Source: an optimization exercise on an open RTL-to-GDS flow (aim: small area, a short achievable clock period and few clock cycles per item). Production flows keep margins and buffers that such runs may drop.
RTL that was checked went through simulation tests only; none was proved equivalent to the original.

==> 08-20 <==
==> flow/design.v <==
package msd_pkg;
   localparam int CSR_INDEX_BITS = 3;
   localparam int CSR_DATA_BITS  = 32;
   localparam int CFG_TIME_BITS  = 32;
   localparam int THRESH_BITS    = 18;
   typedef enum logic [CSR_INDEX_BITS-1:0] {
      CSR_IDLE_TIMEOUT  = 3'd0,
      CSR_WAKE_GRACE    = 3'd1,
      CSR_LIFT_STABLE   = 3'd2,
      CSR_SET_DOWN_HOLD = 3'd3,
      CSR_STILL_THRESH  = 3'd4
   } csr_index_type;
   typedef enum logic [1:0] {
      KIND_TIME   = 2'd0,
      KIND_SAMPLE = 2'd1,
      KIND_ENTER  = 2'd2,
      KIND_WAKE   = 2'd3
   } kind_type;
   typedef enum logic [1:0] {
      CTX_PLAYING = 2'd0,
      CTX_PAUSED  = 2'd1,
      CTX_MENU    = 2'd2,
      CTX_OTHER   = 2'd3
   } context_type;
   typedef enum logic [1:0] {
      FLAT_NONE = 2'd0,
      FLAT_UP   = 2'd1,
      FLAT_DOWN = 2'd2,
      FLAT_BAD  = 2'd3
   } flat_type;
   typedef enum logic [1:0] {
      VERDICT_NONE  = 2'd0,
      VERDICT_ENTER = 2'd1,
      VERDICT_WAKE  = 2'd2,
      VERDICT_RSVD  = 2'd3
   } verdict_type;
endpackage
module motion_standby_decider #(
   parameter int TIME_BITS  = 32,
   parameter int ACCEL_BITS = 16
) (
   input  logic                                 clock,
   input  logic                                 reset,
   input  logic                                 csr_wr_en,
   input  logic [msd_pkg::CSR_INDEX_BITS-1:0]   csr_index,
   input  logic [msd_pkg::CSR_DATA_BITS-1:0]    csr_wr_data,
   input  logic                                 req_valid,
   output logic                                 req_stall,
   input  logic [1:0]                           req_kind,
   input  logic [TIME_BITS-1:0]                 req_now_ms,
   input  logic [1:0]                           req_screen_context,
   input  logic [1:0]                           req_flat_class,
   input  logic signed [ACCEL_BITS-1:0]         req_accel_x,
   input  logic signed [ACCEL_BITS-1:0]         req_accel_y,
   input  logic signed [ACCEL_BITS-1:0]         req_accel_z,
   output logic                                 rsp_valid,
   input  logic                                 rsp_stall,
   output logic [1:0]                           rsp_verdict,
   output logic                                 rsp_screen_off,
   output logic                                 rsp_standby_now,
   output logic                                 rsp_wake_allowed
);
   localparam int DRIFT_BITS = ACCEL_BITS + 2;
   function automatic logic time_reached(input logic [TIME_BITS-1:0] now,
                                         input logic [TIME_BITS-1:0] since,
                                         input logic [TIME_BITS-1:0] limit);
      logic [TIME_BITS-1:0] x, y, cs, cc;
      logic [TIME_BITS+1:0] w;
      logic                 k;
      x  = since;
      y  = ~now;
      cs = x ^ y ^ limit;
      cc = (x & y) | (x & limit) | (y & limit);
      w  = {2'b00, cs} + {1'b0, cc, 1'b0};
      k  = since > now;
      time_reached = k ? !w[TIME_BITS+1] : !(w[TIME_BITS+1] || w[TIME_BITS]);
   endfunction
   logic [TIME_BITS-1:0]             idle_timeout_ff, wake_grace_ff, lift_stable_ff, hold_time_ff;
   logic [msd_pkg::THRESH_BITS-1:0]  still_thresh_ff;
   logic [msd_pkg::CSR_DATA_BITS-1:0] csr_data;
   assign csr_data = reset ? '0 : csr_wr_data;
   always_ff @(posedge clock) begin
      if (reset || (csr_wr_en && csr_index == msd_pkg::CSR_IDLE_TIMEOUT))  idle_timeout_ff <= csr_data;
      if (reset || (csr_wr_en && csr_index == msd_pkg::CSR_WAKE_GRACE))    wake_grace_ff   <= csr_data;
      if (reset || (csr_wr_en && csr_index == msd_pkg::CSR_LIFT_STABLE))   lift_stable_ff  <= csr_data;
      if (reset || (csr_wr_en && csr_index == msd_pkg::CSR_SET_DOWN_HOLD)) hold_time_ff    <= csr_data;
      if (reset || (csr_wr_en && csr_index == msd_pkg::CSR_STILL_THRESH))
         still_thresh_ff <= csr_data[msd_pkg::THRESH_BITS-1:0];
   end
   logic                   in_valid_ff;
   logic [1:0]             kind_ff;
   logic [TIME_BITS-1:0]   now_ff;
   logic [1:0]             ctx_ff;
   logic [1:0]             flat_ff;
   logic [ACCEL_BITS-1:0]  ax_ff, ay_ff, az_ff;
   logic                   stall_ff;
   always_ff @(posedge clock) begin
      in_valid_ff <= req_valid && !stall_ff && !reset;
      kind_ff     <= req_kind;
      now_ff      <= req_now_ms;
      ctx_ff      <= req_screen_context;
      flat_ff     <= req_flat_class;
      ax_ff       <= req_accel_x;
      ay_ff       <= req_accel_y;
      az_ff       <= req_accel_z;
   end
   logic                   standby_ff;
   logic                   mode_ff;        
   logic                   ctx_seen_ff;
   logic [1:0]             prev_ctx_ff;
   logic [1:0]             hold_face_ff;   
   logic [TIME_BITS-1:0]   ta_ff, tb_ff;
   logic [ACCEL_BITS-1:0]  ref_x_ff, ref_y_ff, ref_z_ff;
   logic        is_time, is_sample, is_enter, is_wake;
   logic        is_flat, face_down, reading_ctx, idle_ctx, ctx_new;
   logic        same_face, lift_pend;
   logic        drift_big;
   logic        reach_a, reach_b, grace_zero, idle_on;
   assign is_time   = kind_ff == msd_pkg::KIND_TIME;
   assign is_sample = kind_ff == msd_pkg::KIND_SAMPLE;
   assign is_enter  = kind_ff == msd_pkg::KIND_ENTER;
   assign is_wake   = kind_ff == msd_pkg::KIND_WAKE;
   assign is_flat     = flat_ff[0] ^ flat_ff[1];
   assign face_down   = flat_ff == msd_pkg::FLAT_DOWN;
   assign reading_ctx = !ctx_ff[1];
   assign idle_ctx    = ctx_ff[0] ^ ctx_ff[1];
   assign ctx_new     = !kind_ff[1] && (!ctx_seen_ff || ctx_ff != prev_ctx_ff);
   assign same_face   = flat_ff == hold_face_ff;
   assign lift_pend   = hold_face_ff[0];
   logic [ACCEL_BITS:0]   dx, dy, dz;
   logic [ACCEL_BITS-1:0] mx, my, mz, ds1, dc1;
   logic [DRIFT_BITS:0]   ds2, dc2;
   logic [DRIFT_BITS+1:0] psum;
   logic [DRIFT_BITS:0]   p;
   assign dx = {ax_ff[ACCEL_BITS-1], ax_ff} - {ref_x_ff[ACCEL_BITS-1], ref_x_ff};
   assign dy = {ay_ff[ACCEL_BITS-1], ay_ff} - {ref_y_ff[ACCEL_BITS-1], ref_y_ff};
   assign dz = {az_ff[ACCEL_BITS-1], az_ff} - {ref_z_ff[ACCEL_BITS-1], ref_z_ff};
   assign mx = dx[ACCEL_BITS-1:0] ^ {ACCEL_BITS{!dx[ACCEL_BITS]}};
   assign my = dy[ACCEL_BITS-1:0] ^ {ACCEL_BITS{!dy[ACCEL_BITS]}};
   assign mz = dz[ACCEL_BITS-1:0] ^ {ACCEL_BITS{!dz[ACCEL_BITS]}};
   assign ds1 = mx ^ my ^ mz;
   assign dc1 = (mx & my) | (mx & mz) | (my & mz);
   logic [DRIFT_BITS:0] o1, o2, o3;
   assign o1 = {3'b000, ds1};
   assign o2 = {2'b00, dc1, !dx[ACCEL_BITS]};
   assign o3 = {1'b0, still_thresh_ff};
   assign ds2 = o1 ^ o2 ^ o3;
   assign dc2 = (o1 & o2) | (o1 & o3) | (o2 & o3);
   assign psum = {ds2, 1'b1} + {dc2[DRIFT_BITS-1:0], !dy[ACCEL_BITS], !dz[ACCEL_BITS]};
   assign p = psum[DRIFT_BITS+1:1];
   assign drift_big = !(p[DRIFT_BITS] || (p[DRIFT_BITS-1] && p[DRIFT_BITS-2]));
   assign reach_a    = time_reached(now_ff, ta_ff, standby_ff ? wake_grace_ff : idle_timeout_ff);
   assign reach_b    = time_reached(now_ff, tb_ff, standby_ff ? lift_stable_ff : hold_time_ff);
   assign grace_zero = wake_grace_ff == '0;
   assign idle_on    = idle_timeout_ff != '0;
   logic        standby_in, mode_in;
   logic [1:0]  hold_face_in;
   logic        load_ta, load_tb;
   logic [1:0]  verdict_in;
   logic        screen_off_in, wake_ok_in;
   logic        awake, a_sample, a_held, restart, hold_enter, idle_base, idle_fire;
   logic        enter_ext, wake_ext, s_sample, lift_start, wake_v, hold_kept;
   assign awake      = !standby_ff;
   assign a_sample   = awake && is_sample;
   assign a_held     = a_sample && is_flat && reading_ctx && mode_ff;
   assign restart    = a_held && (!same_face || drift_big);
   assign hold_enter = a_held && same_face && !drift_big && reach_b;
   assign idle_base  = awake && !kind_ff[1] && idle_on && idle_ctx && !ctx_new && reach_a;
   assign idle_fire  = idle_base && !hold_enter;
   assign enter_ext  = awake && is_enter;
   assign s_sample   = standby_ff && is_sample && !is_flat && mode_ff;
   assign lift_start = s_sample && !lift_pend;
   assign wake_v     = s_sample && lift_pend && reach_b && reach_a;
   assign wake_ext   = standby_ff && is_wake;
   assign hold_kept  = is_sample ? a_held : (hold_face_ff != 2'b00);
   assign standby_in = standby_ff ? !(wake_v || wake_ext) : (enter_ext || hold_enter || idle_base);
   assign load_ta    = (awake && (ctx_new || enter_ext || hold_enter || idle_base)) || wake_v || wake_ext;
   assign load_tb    = restart || lift_start;
   assign verdict_in = {wake_v, hold_enter || idle_fire};
   assign screen_off_in = hold_enter && face_down;
   assign wake_ok_in = standby_ff ? (wake_v || wake_ext || reach_a)
                                  : (!(enter_ext || hold_enter || idle_base) || grace_zero);
   always_comb begin
      mode_in      = mode_ff;
      hold_face_in = hold_face_ff;
      if (standby_ff) begin
         if (is_sample && is_flat) begin
            mode_in      = 1'b1;                
            hold_face_in = 2'b00;               
         end else if (lift_start) begin
            hold_face_in = 2'b01;               
         end else if (wake_v) begin
            mode_in      = 1'b1;                
            hold_face_in = 2'b00;
         end else if (wake_ext) begin
            mode_in      = 1'b0;                
            hold_face_in = 2'b00;
         end
      end else begin
         if (a_sample && !is_flat) begin
            mode_in = 1'b1;
         end
         if (a_sample && !a_held) begin
            hold_face_in = 2'b00;
         end
         if (restart) begin
            hold_face_in = flat_ff;
         end
         if (hold_enter || enter_ext) begin
            mode_in      = hold_enter;          
            hold_face_in = 2'b00;
         end
         if (idle_fire) begin
            mode_in      = hold_kept;           
            hold_face_in = 2'b00;
         end
      end
   end
   always_ff @(posedge clock) begin
      if (reset) begin
         standby_ff   <= 1'b0;
         mode_ff      <= 1'b1;
         ctx_seen_ff  <= 1'b0;
         hold_face_ff <= 2'b00;
      end else if (in_valid_ff) begin
         standby_ff   <= standby_in;
         mode_ff      <= mode_in;
         hold_face_ff <= hold_face_in;
         if (!kind_ff[1]) begin
            ctx_seen_ff <= 1'b1;
         end
      end
   end
   always_ff @(posedge clock) begin
      if (in_valid_ff) begin
         if (!kind_ff[1]) prev_ctx_ff <= ctx_ff;
         if (load_ta) ta_ff <= now_ff;
         if (load_tb) tb_ff <= now_ff;
         if (restart) begin
            ref_x_ff <= ax_ff;
            ref_y_ff <= ay_ff;
            ref_z_ff <= az_ff;
         end
      end
   end
   logic [4:0] res;
   logic [4:0] q0_ff, q1_ff, q2_ff;
   logic       v0_ff, v1_ff, v2_ff;
   logic       pop, push;
   logic       s0, s1, s2;    
   logic       v1_next, v2_next;
   assign res  = {verdict_in, screen_off_in, standby_in, wake_ok_in};
   assign pop  = v0_ff && !rsp_stall;
   assign push = in_valid_ff;
   assign s0   = pop ? v1_ff : v0_ff;
   assign s1   = pop ? v2_ff : v1_ff;
   assign s2   = !pop && v2_ff;
   assign v1_next = s1 || (s0 && push);
   assign v2_next = s2 || (s1 && push);
   always_ff @(posedge clock) begin
      if (reset) begin
         v0_ff <= 1'b0;
         v1_ff <= 1'b0;
         v2_ff <= 1'b0;
      end else begin
         v0_ff <= s0 || push;
         v1_ff <= v1_next;
         v2_ff <= v2_next;
      end
      q0_ff <= s0 ? (pop ? q1_ff : q0_ff) : res;
      q1_ff <= s1 ? (pop ? q2_ff : q1_ff) : res;
      q2_ff <= s2 ? q2_ff : res;
   end
   always_ff @(posedge clock) begin
      if (reset) begin
         stall_ff <= 1'b0;
      end else begin
         stall_ff <= v2_next || (v1_next && req_valid && !stall_ff);
      end
   end
   assign req_stall        = stall_ff;
   assign rsp_valid        = v0_ff;
   assign rsp_verdict      = q0_ff[4:3];
   assign rsp_screen_off   = q0_ff[2];
   assign rsp_standby_now  = q0_ff[1];
   assign rsp_wake_allowed = q0_ff[0];
endmodule
==> flow/flow/run.sh <==
#!/bin/bash
# Standard layout with these changes:
# - synthesis maps the logic with flow/abc_delay.script (ABC delay target 4500 ps) through
#   flow/my_synth.tcl, and leaves adders to ABC (no full-adder cell extraction), so ABC
#   sees whole arithmetic paths; registers are untouched;
# - port buffers are plain buf_1 cells;
# - timing repair aims at a setup margin (slack to keep in reserve) of 11 ns;
# - the clock tree uses clkbuf_8 cells over clusters of up to 12 registers, without dummy loads.
set -euo pipefail
export MY_ABC_SCRIPT=$PWD/flow/abc_delay.script
export BUFFER_PORTS_ARGS="-buffer_cell sky130_fd_sc_hd__buf_1"
export CTS_ARGS="-sink_clustering_enable -repair_clock_nets -dont_use_dummy_load -buf_list sky130_fd_sc_hd__clkbuf_8 -sink_clustering_size 12 -sink_clustering_max_diameter 50"
bash standard.sh SYNTH_SCRIPT=$PWD/flow/my_synth.tcl ADDER_MAP_FILE= SETUP_SLACK_MARGIN=11 finish > make_finish.log 2>&1
==> flow/flow/abc_delay.script <==
strash
dch
map -D 4500 -B 0.9
topo
stime -c
buffer -c
upsize -c -D 4500
dnsize -c -D 4500
==> flow/flow/my_synth.tcl <==
proc synth {args} { yosys synth -nofsm -noshare {*}$args }
# technology mapping with this flow's own ABC script (MY_ABC_SCRIPT) in place of ORFS's
proc abc {args} {
  set i [lsearch -exact $args -script]
  if {$i >= 0 && [info exists ::env(MY_ABC_SCRIPT)]} {
    set args [lreplace $args [expr {$i + 1}] [expr {$i + 1}] $::env(MY_ABC_SCRIPT)]
  }
  yosys abc {*}$args
}
source $::env(SCRIPTS_DIR)/synth.tcl
# left out here: clear keep_hierarchy, flatten, clean up, hide names made inside functions, write 1_2_yosys.v
==> flow/standard.sh <==
#!/bin/bash
# synth_recipe.tcl (not shown) runs the flow's synth.tcl, then flattens the netlist and writes it again
# the make line also repeats each setting of config.mk as NAME=value (left out here)
make -C /OpenROAD-flow-scripts/flow DESIGN_CONFIG=/design/flow/config.mk WORK_HOME=/design/flow/orfs CLKGATE_MAP_FILE= SYNTH_SCRIPT=/design/flow/synth_recipe.tcl "${@:-finish}"
==> flow/config.mk <==
export PLATFORM = sky130hd
export DESIGN_NAME = motion_standby_decider
export DESIGN_NICKNAME = motion_standby_decider
export VERILOG_FILES = /design/flow/design.v
export SDC_FILE = /design/flow/constraint.sdc
export NUM_CORES = 4
export LEC_CHECK = 0
export CAP_MARGIN = 20
export CORE_MARGIN = 2
export CORE_UTILIZATION = 40
export SLEW_MARGIN = 20
==> flow/constraint.sdc <==
create_clock -name core_clock -period 16.0 [get_ports {clock}]
set_input_delay 3.2000 -clock core_clock [delete_from_list [all_inputs] [get_ports {clock}]]
set_output_delay 3.2000 -clock core_clock [all_outputs]
set_load 0.01 [all_outputs]
==> inputs of 04-26, as changes to 08-20 <==
--- a/flow/design.v
+++ b/flow/design.v
@@ -129,24 +129,42 @@
    assign lift_pend   = hold_face_ff[0];
-   logic [ACCEL_BITS:0]   dx, dy, dz;
-   logic [ACCEL_BITS-1:0] mx, my, mz, ds1, dc1;
-   logic [DRIFT_BITS:0]   ds2, dc2;
-   logic [DRIFT_BITS+1:0] psum;
-   logic [DRIFT_BITS:0]   p;
-   assign dx = {ax_ff[ACCEL_BITS-1], ax_ff} - {ref_x_ff[ACCEL_BITS-1], ref_x_ff};
-   assign dy = {ay_ff[ACCEL_BITS-1], ay_ff} - {ref_y_ff[ACCEL_BITS-1], ref_y_ff};
-   assign dz = {az_ff[ACCEL_BITS-1], az_ff} - {ref_z_ff[ACCEL_BITS-1], ref_z_ff};
-   assign mx = dx[ACCEL_BITS-1:0] ^ {ACCEL_BITS{!dx[ACCEL_BITS]}};
-   assign my = dy[ACCEL_BITS-1:0] ^ {ACCEL_BITS{!dy[ACCEL_BITS]}};
-   assign mz = dz[ACCEL_BITS-1:0] ^ {ACCEL_BITS{!dz[ACCEL_BITS]}};
-   assign ds1 = mx ^ my ^ mz;
-   assign dc1 = (mx & my) | (mx & mz) | (my & mz);
-   logic [DRIFT_BITS:0] o1, o2, o3;
-   assign o1 = {3'b000, ds1};
-   assign o2 = {2'b00, dc1, !dx[ACCEL_BITS]};
-   assign o3 = {1'b0, still_thresh_ff};
-   assign ds2 = o1 ^ o2 ^ o3;
-   assign dc2 = (o1 & o2) | (o1 & o3) | (o2 & o3);
-   assign psum = {ds2, 1'b1} + {dc2[DRIFT_BITS-1:0], !dy[ACCEL_BITS], !dz[ACCEL_BITS]};
-   assign p = psum[DRIFT_BITS+1:1];
-   assign drift_big = !(p[DRIFT_BITS] || (p[DRIFT_BITS-1] && p[DRIFT_BITS-2]));
+   localparam int DW = DRIFT_BITS + 2;
+   logic [DW-1:0] ex, ey, ez, rx, ry, rz, xx, xy, xz, gx, gy, gz;
+   logic          sx, sy, sz;
+   logic [DW-1:0] t1s, t1c, t2s, t2c, o2a, o2b, t3s, t3c, o3a, t4s, t4c, o4a, o4b, t5s, t5c, o5a, o5b, pm;
+   assign ex = DW'($signed(ax_ff));
+   assign ey = DW'($signed(ay_ff));
+   assign ez = DW'($signed(az_ff));
+   assign rx = DW'($signed(ref_x_ff));
+   assign ry = DW'($signed(ref_y_ff));
+   assign rz = DW'($signed(ref_z_ff));
+   assign sx = $signed(ax_ff) < $signed(ref_x_ff);
+   assign sy = $signed(ay_ff) < $signed(ref_y_ff);
+   assign sz = $signed(az_ff) < $signed(ref_z_ff);
+   assign xx = ~(ex ^ rx);
+   assign xy = ~(ey ^ ry);
+   assign xz = ~(ez ^ rz);
+   assign gx = sx ? (ex & ~rx) : (~ex & rx);
+   assign gy = sy ? (ey & ~ry) : (~ey & ry);
+   assign gz = sz ? (ez & ~rz) : (~ez & rz);
+   assign t1s = xx ^ xy ^ xz;
+   assign t1c = (xx & xy) | (xx & xz) | (xy & xz);
+   assign o2a = {t1c[DW-2:0], 1'b1};
+   assign o2b = DW'(still_thresh_ff);
+   assign t2s = t1s ^ o2a ^ o2b;
+   assign t2c = (t1s & o2a) | (t1s & o2b) | (o2a & o2b);
+   assign o3a = {gx[DW-2:0], 1'b1};
+   logic [DW-1:0] o3b;
+   assign o3b = {t2c[DW-2:0], 1'b1};
+   assign t3s = t2s ^ o3b ^ o3a;
+   assign t3c = (t2s & o3b) | (t2s & o3a) | (o3b & o3a);
+   assign o4a = {gy[DW-2:0], 1'b0};
+   assign o4b = {gz[DW-2:0], 1'b0};
+   assign t4s = t3s ^ o4a ^ o4b;
+   assign t4c = (t3s & o4a) | (t3s & o4b) | (o4a & o4b);
+   assign o5a = {t4c[DW-2:0], 1'b0};
+   assign o5b = {t3c[DW-2:0], 1'b0};
+   assign t5s = t4s ^ o5a ^ o5b;
+   assign t5c = (t4s & o5a) | (t4s & o5b) | (o5a & o5b);
+   assign pm = t5s + {t5c[DW-2:0], 1'b0};
+   assign drift_big = pm[DW-1];
    assign reach_a    = time_reached(now_ff, ta_ff, standby_ff ? wake_grace_ff : idle_timeout_ff);
==> flow/flow/run.sh (replaced) <==
#!/bin/bash
# Standard layout with these changes:
# - synthesis maps the logic with flow/abc_delay.script (ABC delay target 3000 ps) through
#   flow/my_synth.tcl, and leaves adders to ABC (no full-adder cell extraction), so ABC
#   sees whole arithmetic paths; registers are untouched;
# - port buffers are plain buf_1 cells;
# - timing repair aims at a setup margin (slack to keep in reserve) of 11.6 ns;
# - the clock tree uses clkbuf_8 cells over clusters of up to 12 registers, without dummy loads.
set -euo pipefail
export MY_ABC_SCRIPT=$PWD/flow/abc_delay.script
export BUFFER_PORTS_ARGS="-buffer_cell sky130_fd_sc_hd__buf_1"
export CTS_ARGS="-sink_clustering_enable -repair_clock_nets -dont_use_dummy_load -buf_list sky130_fd_sc_hd__clkbuf_8 -sink_clustering_size 12 -sink_clustering_max_diameter 50"
bash standard.sh SYNTH_SCRIPT=$PWD/flow/my_synth.tcl ADDER_MAP_FILE= SETUP_SLACK_MARGIN=11.6 finish > make_finish.log 2>&1
==> flow/flow/abc_delay.script (replaced) <==
strash
dch
map -D 3000 -B 0.9
topo
stime -c
buffer -c
upsize -c -D 3000
dnsize -c -D 3000
--- a/flow/config.mk
+++ b/flow/config.mk
@@ -9,3 +9,3 @@
 export CORE_MARGIN = 2
-export CORE_UTILIZATION = 40
+export CORE_UTILIZATION = 60
 export SLEW_MARGIN = 20
==> inputs of 04-22, as changes to 08-20 <==
--- a/flow/flow/run.sh
+++ b/flow/flow/run.sh
@@ -2,3 +2,3 @@
 # Standard layout with these changes:
-# - synthesis maps the logic with flow/abc_delay.script (ABC delay target 4500 ps) through
+# - synthesis maps the logic with flow/abc_delay.script (ABC delay target 3000 ps) through
 #   flow/my_synth.tcl, and leaves adders to ABC (no full-adder cell extraction), so ABC
==> flow/flow/abc_delay.script (replaced) <==
strash
dch
map -D 3000 -B 0.9
topo
stime -c
buffer -c
upsize -c -D 3000
dnsize -c -D 3000
==> notes <==
- The highest die area belongs to 04-22, the lowest to 04-26.
- Utilization: 04-26 > 08-20 > 04-22.
- Of 04-22 and 04-26, 04-26 has the higher hold slack (gap 0.027 ns).
- The highest register-to-register slack belongs to 04-26, the lowest to 08-20.
- In 04-22 the count of clock-buffer cells in the layout is higher than in 08-20, by 3.
- In 04-22 the area after synthesis is larger than in 04-26, by about 6.4%.
- Global-route usage: 04-22 < 08-20 < 04-26.
Testbench counts of 08-20, summed over its fixed seeds: cycles 24,016, items 24,000.
Testbench counts of 04-22, summed over its fixed seeds: cycles 24,016, items 24,000.
Function not checked in 04-26: the RTL went through the layout flow alone.

[static timing again, ports no longer ideal]
The flow's constraints put no driver on any port. The routed layouts listed below were extracted and timed again, unchanged, in two steps. Step 1 assumes that a clkbuf_16 drives the clock port and a buf_2 every other input. Step 2 adds t to the input delays and takes it off the output delays; t is the mean of the earliest and latest rising clock arrival at the registers after step 1. Input paths then give back, and output paths get back, about the clock's delay inside the block. a / b / c = ideal ports / drivers / drivers and shift; a / b = the first two.
run | t, ns | setup slack, ns | hold WS [ns] | worst slew at a driven data input, ns | cell pins on the clock port's net
08-20 | 0.668 | 11.296 / 11.296 / 10.796 | 0.441 / 0.441 / 0.441 | 0.06 | 1
04-26 | 0.667 | 11.632 / 11.582 / 11.035 | 0.434 / 0.434 / 0.434 | 0.05 | 1
04-22 | 0.692 | 11.372 / 11.372 / 10.915 | 0.407 / 0.407 / 0.407 | 0.07 | 1
After both steps setup and hold are still met in every run listed. The setup slack of 04-26, which loses most, moves by -0.050 ns with the drivers and by -0.597 ns with both steps.
